This design comes from an exercise in tuning for small area on the open sky130 flow, not from production work. In this exercise RTL edits were held to simulation tests only and were not proved equivalent to the original. Power and IR drop assume default switching activity.

Setup of JK:
## audio_seq_synth
module audio_seq_synth #(
  parameter int NUM_CH    = 2,
  parameter int DEPTH     = 64,
  parameter int HP_W      = 7,
  parameter int TICK_DIV  = 4,
  parameter int SUB_TICKS = 32,
  parameter int SUBSTEPS  = 8,
  parameter int GATE      = 4,
  localparam int ADDR_W   = $clog2(DEPTH),
  localparam int CH_W     = (NUM_CH > 1) ? $clog2(NUM_CH) : 1
) (
  input  logic              clk,
  input  logic              rst,
  input  logic              run,
  input  logic              wr_en,
  input  logic [CH_W-1:0]   wr_ch,
  input  logic [ADDR_W-1:0] wr_addr,
  input  logic [HP_W-1:0]   wr_data,
  input  logic [ADDR_W-1:0] loop_end,
  output logic              audio,
  output logic [NUM_CH-1:0] ch_out,
  output logic [ADDR_W-1:0] step,
  output logic              beat
);
For scale: about 31,000 um2 of cells after synthesis.
==> flow/config.mk <==
export PLATFORM = sky130hd
export DESIGN_NAME = audio_seq_synth
export DESIGN_NICKNAME = audio_seq_synth
export VERILOG_FILES = /design/flow/design.v
export SDC_FILE = /design/flow/constraint.sdc
export NUM_CORES = 4
export LEC_CHECK = 0
export CAP_MARGIN = 20
export CORE_MARGIN = 2
export CORE_UTILIZATION = 40
export CTS_BUF_LIST = sky130_fd_sc_hd__clkbuf_8
export CTS_CLUSTER_DIAMETER = 60
export CTS_CLUSTER_SIZE = 16
export SLEW_MARGIN = 20
export SYNTH_HIERARCHICAL = 1
==> flow/constraint.sdc <==
create_clock -name core_clock -period 10.0 [get_ports {clk}]
set_input_delay 2.0000 -clock core_clock [delete_from_list [all_inputs] [get_ports {clk}]]
set_output_delay 2.0000 -clock core_clock [all_outputs]
set_load 0.01 [all_outputs]
run.sh (not shown) runs the stock make flow with config.mk's settings and CLKGATE_MAP_FILE= SYNTH_SCRIPT=/design/flow/synth_recipe.tcl, a recipe that flattens the netlist after the stock synthesis.
JK finished all stages; the layout is clean.
Setup changes, JK to MS
--- a/flow/design.v
+++ b/flow/design.v
@@ -102,22 +102,39 @@
   end
   always_ff @(posedge clk) begin
     p_ch   <= wr_ch;
     p_m    <= wpos[ADDR_W-1:1] + 1'b1;
     p_data <= wr_data;
   end
+  localparam int NHI = (NM + 7) / 8;
+  logic [NHI-1:0] a_hi_n [NUM_CH];
+  logic [NHI-1:0] b_hi_n [NUM_CH];
+  logic [7:0]     a_lo_n, b_lo_n;
+  always_comb begin
+    for (int j = 0; j < 8; j++) begin
+      a_lo_n[j] = !(wa_m[2:0] == 3'(j));
+      b_lo_n[j] = !(clear || (p_m[2:0] == 3'(j)));
+    end
+    for (int c = 0; c < NUM_CH; c++)
+      for (int i = 0; i < NHI; i++) begin
+        a_hi_n[c][i] = !(wa_en && (32'(wr_ch) == c) && (32'(wa_m[M_W-1:3]) == i));
+        b_hi_n[c][i] = !(clear || (pb_en && (32'(p_ch) == c) &&
+                                   (32'(p_m[M_W-1:3]) == i)));
+      end
+  end
   logic [NM-1:0] sel_a [NUM_CH];
   logic [NM-1:0] sel_b [NUM_CH];
   logic [NM-1:0] sel_h [NUM_CH];
-  always_comb
-    for (int c = 0; c < NUM_CH; c++)
-      for (int m = 0; m < NM; m++) begin
-        sel_a[c][m] = wa_en && (32'(wr_ch) == c) && (wa_m == M_W'(m));
-        sel_b[c][m] = clear || (pb_en && (32'(p_ch) == c) && (p_m == M_W'(m)));
-        sel_h[c][m] = !(sel_a[c][m] || sel_b[c][m]);
-      end
+  for (genvar c = 0; c < NUM_CH; c++) begin : g_sel
+    for (genvar m = 0; m < NM; m++) begin : g_m
+      audseq_pos_sel u_s (
+        .a_hi_n(a_hi_n[c][m/8]), .a_lo_n(a_lo_n[m%8]),
+        .b_hi_n(b_hi_n[c][m/8]), .b_lo_n(b_lo_n[m%8]),
+        .sel_a(sel_a[c][m]), .sel_b(sel_b[c][m]), .sel_h(sel_h[c][m]));
+    end
+  end
   for (genvar c = 0; c < NUM_CH; c++) begin : g_ch
     assign tap[c] = ring[c][0];
     for (genvar k = 0; k < RL; k++) begin : g_pos
       if (k % 2 == 0) begin : g_wr
         localparam bit BUS_INV = ((k / 2) % 2 == 0);
         logic [HP_W-1:0] da, db;
@@ -225,6 +242,19 @@
   input  logic db,
   output logic q
 );
   always_ff @(posedge clk)
     q <= ~((prev & sel_h) | (da & sel_a) | (db & sel_b));
 endmodule
+module audseq_pos_sel (
+  input  logic a_hi_n,
+  input  logic a_lo_n,
+  input  logic b_hi_n,
+  input  logic b_lo_n,
+  output logic sel_a,
+  output logic sel_b,
+  output logic sel_h
+);
+  assign sel_a = !(a_hi_n || a_lo_n);
+  assign sel_b = !(b_hi_n || b_lo_n);
+  assign sel_h = !(sel_a || sel_b);
+endmodule
Findings:
- Higher instance count on the critical path among MS and JK: MS
- Of MS and JK, JK shows the higher routed wirelength normalized by instance count, with MS below it.
- Diff MS and JK: total leakage power lower in MS
- Reported for MS and JK, number of non-clock buffers in the layout turned out identical to the last digit.
- JK → MS: xor and xnor fraction of the mapped netlist area lower, portion of the clock cycle consumed by the worst path in the final layout lower.
- Compared with JK, MS shows overall power after layout higher by 810 uW.
- Of MS and JK, JK shows the higher cell area after layout, with MS below it.
- Wire length reported by the detailed router: higher on JK
- In MS, the time the worst path needs with I/O delays and setup came out 0.10 ns below the value in JK.
- In the tables for MS and JK, area growth from synthesis to layout reads lower with JK.
- [MS] internal power component rose 550 uW relative to JK
- Detailed-route via count: MS < JK
- Of MS and JK, JK shows the lower worst setup slack, with MS above it.

re-timing with driven ports:
No port has a modelled driver above. Below, the same layouts with a new extraction and two added sets of constraints.
Step 1, drivers: a clkbuf_16 drives clk and a buf_2 each remaining input, both assumed.
Step 2 also shifts input and output timing later by t, the mid clock arrival at the registers, as if the neighbouring blocks saw the same clock.
Three values: ideal ports, drivers, drivers and shift; two values: the first two.
| run | t, ns | setup slack, ns | hold slack, ns | worst data-port slew with drivers (ns) |
|---|---|---|---|---|
| JK | 0.778 | 3.439 / 3.472 / 2.694 | 0.316 / 0.316 / 0.316 | 0.04 |
| MS | 0.766 | 3.542 / 3.559 / 2.794 | 0.307 / 0.307 / 0.307 | 0.07 |
After both steps every run listed still meets setup and hold. The setup slack of MS, which loses most, moves by +0.017 ns with the drivers and by -0.748 ns with both steps.
